This is an optimization exercise on Yosys and OpenROAD, whose aim is small area, a short achievable clock period and few clock cycles per item, not a production implementation.
Function was checked by simulation only, so behaviour that the tests miss may differ from the original.
No activity file was given, so power comes from the tool's default toggle rates.

[design/flow/design.v]
module muldiv_unit (
    input  logic        clk,
    input  logic        rst,
    input  logic        start_i,
    input  logic [1:0]  op_i,
    input  logic [31:0] a_i,
    input  logic [31:0] b_i,
    input  logic        cancel_i,
    output logic        busy_o,
    output logic        done_o,
    output logic [31:0] hi_o,
    output logic [31:0] lo_o,
    output logic        divzero_o
);
    typedef enum logic [2:0] {IDLE = 3'd0, MUL = 3'd1, NORM = 3'd2, DIV = 3'd3, FIX = 3'd4} state_e;
    state_e       state_q;
    logic [5:0]   cnt_q;      
    logic [1:0]   last_q;     
    logic         hx_q;       
    logic [31:0]  hi_q, lo_q;
    logic [32:0]  d_q;        
    logic         sgn_q, negq_q, negr_q, done_q, dz_q;
    assign busy_o    = !cancel_i && (start_i || (state_q != IDLE));
    assign done_o    = done_q;
    assign divzero_o = dz_q;
    assign hi_o      = hi_q;
    assign lo_o      = lo_q;
    function automatic logic [1:0] last_chunk(input logic [31:0] x, input logic ext);
        logic [31:0] e;
        e = x ^ {32{ext}};
        if (e[31:7] == '0)       last_chunk = 2'd0;
        else if (e[31:15] == '0) last_chunk = 2'd1;
        else if (e[31:23] == '0) last_chunk = 2'd2;
        else                     last_chunk = 2'd3;
    endfunction
    function automatic logic [5:0] clz(input logic [31:0] x);
        clz = 6'd32;
        for (int i = 0; i < 32; i++) if (x[i]) clz = 6'(31 - i);
    endfunction
    logic        sgn_s;
    logic [1:0]  la_s, lb_s;
    always_comb begin
        sgn_s = !op_i[0];
        la_s  = last_chunk(a_i, sgn_s & a_i[31]);
        lb_s  = last_chunk(b_i, sgn_s & b_i[31]);
    end
    logic               mlast_s;
    logic signed [8:0]  chunk_s;
    logic signed [32:0] acc_s, mcand_s;
    logic signed [41:0] macc_s;
    logic [64:0]        mfull_s;
    logic [63:0]        mres_s;
    always_comb begin
        mlast_s = (cnt_q[1:0] == last_q);
        chunk_s = {mlast_s & sgn_q & lo_q[7], lo_q[7:0]};
        acc_s   = {hx_q, hi_q};
        mcand_s = d_q;
        macc_s  = acc_s + mcand_s * chunk_s;
        mfull_s = {macc_s[40:0], lo_q[31:8]};
        case (last_q)
            2'd3:    mres_s = mfull_s[63:0];
            2'd2:    mres_s = {{7{mfull_s[64]}}, mfull_s[64:8]};
            2'd1:    mres_s = {{15{mfull_s[64]}}, mfull_s[64:16]};
            default: mres_s = {{23{mfull_s[64]}}, mfull_s[64:24]};
        endcase
    end
    logic [31:0] ma_s, mb_s, mbs_s, negin_s, neg_s;
    logic [5:0]  za_s, zb_s;
    logic [5:0]  sh_s;
    logic        small_s;
    always_comb begin
        negin_s = (state_q == FIX) ? lo_q : d_q[31:0];
        neg_s   = ~negin_s + 32'd1;
        ma_s    = negr_q ? (~hi_q + 32'd1) : hi_q;
        mb_s    = (sgn_q && d_q[31]) ? neg_s : d_q[31:0];
        za_s    = clz(ma_s);
        zb_s    = clz(mb_s);
        small_s = za_s > zb_s;
        sh_s    = zb_s - za_s;
        mbs_s   = mb_s << sh_s[4:0];
    end
    logic [32:0] df1_s, df2_s;
    logic [31:0] r1_s, r2_s, d1_s;
    logic        ge1_s, ge2_s, one_s;
    always_comb begin
        one_s = (cnt_q == 6'd1);
        df1_s = {1'b0, hi_q} - {1'b0, d_q[31:0]};
        ge1_s = !df1_s[32];
        r1_s  = ge1_s ? df1_s[31:0] : hi_q;
        d1_s  = d_q[31:0] >> 1;
        df2_s = {1'b0, r1_s} - {1'b0, d1_s};
        ge2_s = !df2_s[32];
        r2_s  = ge2_s ? df2_s[31:0] : r1_s;
    end
    always_ff @(posedge clk) begin
        if (rst) begin
            state_q <= IDLE;
            done_q  <= 1'b0;
            dz_q    <= 1'b0;
        end else begin
            done_q <= 1'b0;
            dz_q   <= 1'b0;
            case (state_q)
                IDLE: begin
                    if (start_i && !cancel_i) begin
                        sgn_q <= sgn_s;
                        if (!op_i[1]) begin
                            state_q <= MUL;
                            cnt_q   <= '0;
                            hx_q    <= 1'b0;
                            hi_q    <= '0;
                            if (lb_s <= la_s) begin
                                last_q <= lb_s;
                                lo_q   <= b_i;
                                d_q    <= {sgn_s & a_i[31], a_i};
                            end else begin
                                last_q <= la_s;
                                lo_q   <= a_i;
                                d_q    <= {sgn_s & b_i[31], b_i};
                            end
                        end else if (b_i == '0) begin
                            hi_q   <= a_i;
                            lo_q   <= '1;
                            done_q <= 1'b1;
                            dz_q   <= 1'b1;
                        end else begin
                            state_q <= NORM;
                            hi_q    <= a_i;
                            d_q     <= {1'b0, b_i};
                            negq_q  <= sgn_s && (a_i[31] ^ b_i[31]);
                            negr_q  <= sgn_s && a_i[31];
                        end
                    end
                end
                MUL: begin
                    if (cancel_i) begin
                        state_q <= IDLE;
                    end else if (mlast_s) begin
                        {hi_q, lo_q} <= mres_s;
                        done_q       <= 1'b1;
                        state_q      <= IDLE;
                    end else begin
                        {hx_q, hi_q} <= macc_s[40:8];
                        lo_q         <= {macc_s[7:0], lo_q[31:8]};
                        cnt_q        <= cnt_q + 6'd1;
                    end
                end
                NORM: begin
                    if (cancel_i) begin
                        state_q <= IDLE;
                    end else if (small_s) begin
                        lo_q    <= '0;
                        done_q  <= 1'b1;
                        state_q <= IDLE;
                    end else begin
                        hi_q    <= ma_s;
                        lo_q    <= '0;
                        d_q     <= {1'b0, mbs_s};
                        cnt_q   <= sh_s + 6'd1;
                        state_q <= DIV;
                    end
                end
                DIV: begin
                    if (cancel_i) begin
                        state_q <= IDLE;
                    end else begin
                        if (one_s) begin
                            hi_q <= r1_s;
                            lo_q <= {lo_q[30:0], ge1_s};
                        end else begin
                            hi_q <= r2_s;
                            lo_q <= {lo_q[29:0], ge1_s, ge2_s};
                        end
                        d_q   <= {1'b0, d_q[31:0] >> 2};
                        cnt_q <= cnt_q - (one_s ? 6'd1 : 6'd2);
                        if (cnt_q <= 6'd2) begin
                            if (negq_q || negr_q) begin
                                state_q <= FIX;
                            end else begin
                                done_q  <= 1'b1;
                                state_q <= IDLE;
                            end
                        end
                    end
                end
                FIX: begin
                    if (cancel_i) begin
                        state_q <= IDLE;
                    end else begin
                        if (negr_q) hi_q <= ma_s;
                        if (negq_q) lo_q <= neg_s;
                        done_q  <= 1'b1;
                        state_q <= IDLE;
                    end
                end
                default: state_q <= IDLE;
            endcase
        end
    end
endmodule
[design/flow/run.sh]
#!/bin/bash
# synth_recipe.tcl (not shown) runs the flow's synth.tcl, then flattens the netlist and writes it again
# the make line also repeats each setting of config.mk as NAME=value (left out here)
make -C /OpenROAD-flow-scripts/flow DESIGN_CONFIG=/design/flow/config.mk WORK_HOME=/design/flow/orfs CLKGATE_MAP_FILE= SYNTH_SCRIPT=/design/flow/synth_recipe.tcl finish
[design/flow/config.mk]
export PLATFORM = sky130hd
export DESIGN_NAME = muldiv_unit
export DESIGN_NICKNAME = muldiv_unit
export VERILOG_FILES = /design/flow/design.v
export SDC_FILE = /design/flow/constraint.sdc
export NUM_CORES = 4
export LEC_CHECK = 0
export CAP_MARGIN = 20
export CORE_MARGIN = 2
export CORE_UTILIZATION = 40
export SLEW_MARGIN = 20
[design/flow/constraint.sdc]
create_clock -name core_clock -period 10.5 [get_ports {clk}]
set_input_delay 2.1000 -clock core_clock [delete_from_list [all_inputs] [get_ports {clk}]]
set_output_delay 2.1000 -clock core_clock [all_outputs]
set_load 0.01 [all_outputs]
==> impl_results.md <==
* Status: finished clean
* Clk sink count at 114
* Max-Slew Margin vs Limit at 11.3%
* Vias in the first global route at 29,300
* Internal at 4.14 mW
* Final WS setup at 914 ps
* Worst setup path start: cnt_q[0]$_DFFE_PP_
* Simple-gate share of the synthesized area at 20.5%
* CTS Hold Bufs at 0
* Clock share of power at 5.9%
* Max cap viols at 0
* Die Area at 74,800 um^2
* CTS Buffer Depth at 2
* Adder-Cell Fraction of Synth Area at 26.3%
* CP bufs+invs at 3
* Worst-path maximum fanout at 18
* Main synth FF type: edfxtp_1
* Number of gates resized after cts at 0
* Std cell rows at 98
* Port buffer count at 136
* Peak Freq at 0.104 GHz
* Switching power total at 6.75 mW
* Synthesis-stage register bit count at 114
* Pre-antenna DRT Iters at 8
* Clock root cell: clkbuf_16
* Max VDD drop at 0.325 mV
* Sw Share at 62.0%
* Commonest cells post-synth: 552 x nand2_1, 307 x inv_1, 275 x fa_1
* TritonCTS Buffers at 17
* Overall power at 10.9 mW
* Setup TNS at 0 ps
* Pwr dens at 341 nW/um^2
* Post-synthesis compound-gate area fraction at 23.3%
* Period utilization at 91.3%
* Critical Path, Cell by Cell: xnor2_1 > and2_1 > buf_4 > and3_1 > buf_4 > nand2_1 > fa_1 > fa_1 > fa_1 > fa_1 > inv_1 > fa_1 > ha_1 > a2111oi_0 > o2111ai_1 > a211oi_1 > nor2_1 > a211oi_1 > xnor2_1 > a31o_2 > a211oi_1 > o211ai_1
* Warnings from Yosys at 1
* Synth Net Count at 4,230
* Pre-CTS WS at 1320 ps
* DR DRC count at 0
* Gp weighted congestion at 1.04
* Count leader, synth: nand2_1
* RSZ-0062 raised after global routing: no
* Setup violators final at 0
* Synth Area in XOR/XNOR at 5.22%
* Sequential share of power at 6.2%
* First-pass GRT wire length at 201,000 um
* Share of cells above drive strength 1 at 5.88%
* Routed WL per cell at 29.7 um
* GRT Total Usage at 36.7%
* Initial Utilization at 40.5%
* CP max stage delay at 1050 ps
* Multiplexer share of the synthesized area at 5.91%
* HP Class: flip-flop to flip-flop
* Critical Path Sink Type: flip-flop
* Hold_ws at 604 ps
* Crit path max-delay family: compound AO/OA/AOI/OAI gates
* Hold_sp: negq_q$_DFFE_PP_
* Register area share after synthesis at 11.6%
* Die height at 273 um
* Via Count at 30,900
* Number of standard cells after synthesis at 3,714
* Mapped Area at 29,000 um^2
* CTS clk-pin slew, worst paths at 60 ps
* Slowest CP cell: a2111oi_0
* Core Box Area at 71,700 um^2
* H-tree depth at 4
* Nets at 4,227
* Origin of the critical flop-to-flop path: cnt_q[0]$_DFFE_PP_
* Area grow syn2layout at 10.0%
* CP Launch Type: flip-flop
* Largest family of logic cells by synthesized area: adder cells
* Clock Latency Late Sink at 510 ps
* Worst-Margin Slew at 1320 ps
* Yosys top cell area share at 19.0%
* Final Hold Fails at 0
* Crit path kind: flip-flop to flip-flop
* CTS tree: done
* Post-CTS Setup Bufs at 0
* Largest net degree at the start of global routing at 58
* Synth Area per Inst at 7.82 um^2
* DIE WIDTH at 273 um
* Antenna violations before repair at 8
* DRT Wirelength at 139,000 um
* Worst path most repeated cell: fa_1
* Post-layout min period at 9590 ps
* Final Skew at 12.2 ps
* I/O pin cnt at 137
* Netlist cell types at 103
* Slew Viols, Final at 0
* FFs w/ async S/R, synth at 0%
* Post-synth EDFFs at 109
* Critical Path RT at 10,720 ps
* Global route overflow at 0
* Dominant cells by area after synthesis: fa_1 19%, edfxtp_1 11%, ha_1 7.4%
* Combinational share of power at 87.8%
* Post-DRT Antenna Nets at 0
* Synth area leader: fa_1
* Starting DRC count in detailed routing at 4,831
* Leakage at 12.8 nW
* CP arrival at 9800 ps
* Final HPWL DP at 109,000 um
* Vias/cell at 6.60
path summary, 6_finish.rpt:
check        depth (start not counted)                      end  slack (ps)
max                                 22       hi_q[31]$_DFFE_PP_         910
min                                  1  state_q[2]$_SDFFE_PP0P_         600
max reg2reg                         22       hi_q[31]$_DFFE_PP_         910
min reg2reg                          1  state_q[2]$_SDFFE_PP0P_         600
cell usage in the layout (no fill, tap or decap), drive strengths merged, types with 27 or more instances in the layout:
cell and instances:
a211oi 45, a21o 43, a21oi 255, a221oi 28
a31oi 41, and2 126, buf 81, clkdlybuf4s50 136
edfxtp 109, fa 275, ha 171, inv 308
mux2 28, mux2i 114, nand2 552, nand2b 32
nand3 59, nand4 32, nor2 241, nor3 75
nor4 38, o211ai 57, o21a 30, o21ai 217
o221ai 44, o31ai 27, xnor2 103, xor2 70
metal layers:
layer  up-vias  global-route usage (%)  share of wire, %
li1      13200                       -                 -
met1     14900                    48.6                39
met2      2276                    52.7                41
met3       543                    11.2                13
met4         4                    21.1               7.0
met5         -                       0             0.025
power by group through the flow:
stage	clock, mW	combinational, mW	sequential, mW
after floorplan	0	5.96	0.617
after global placement	0	9.08	0.684
after detailed placement	0	9.05	0.683
after CTS	0.645	9.11	0.674
after global routing	0.662	10.2	0.679
final	0.648	9.56	0.680
state kept, by name (all words and copies together), names as in the netlist, 2 cells and up:
signal and count:
lo_q 32, cnt_q 6, state_q 3, d_q 33
last_q 2, hi_q 32
stage by stage:
stage	cell area [um^2]	utilization, %	cells
floorplan	29000	-	3714
global placement	31300	43.7	4642
detailed placement	31400	43.7	4642
CTS	31900	44.5	4674
global route	31900	44.5	4674
finish	32000	44.6	4681
layout make-up:
cell class	count	area [um^2]
Fill cell	7340	39800
Multi-Input combinational cell	3051	23700
Sequential cell	114	3370
Timing Repair Buffer	217	1970
Tap cell	950	1190
Inverter	310	1160
Clock buffer	22	464
Clock inverter	10	133
Antenna cell	7	17.5
cells by family after synthesis:
family | Yosys count
mux | 153
buf+inv | 549
compound gates | 1006
fa+ha+maj | 446
simple gates | 1273
xor+xnor | 173
flops | 114
Testbench counts, summed over its fixed seeds: cycles 10,110, items 2,400.

## separate check: timing with driven ports
The results above use ideal ports. As a check the final layout listed here was re-extracted and re-timed, cells and wires unchanged.
Step 1 sets driving cells, clkbuf_16 on the clock port and buf_2 on the other inputs (assumed; they add their load-dependent delay and slew).
Step 2, shift: input delay + t, output delay - t, t = (earliest + latest rising clock arrival at the registers) / 2. This alone moves slack from input paths to output paths.
Slacks: ideal ports / drivers / drivers and shift; pairs: ideal ports / drivers.
shift t [ns]: 0.561
slack for setup (ns): 0.914 / 0.914 / 0.914
worst register clock-pin slew, ns: 0.07 / 0.07
worst data-port slew with drivers (ns): 0.07
pins driven straight from the clock port: 1
After both steps this run still meets setup and hold. The setup slack of this run moves by 0.000 ns with the drivers and by 0.000 ns with both steps.
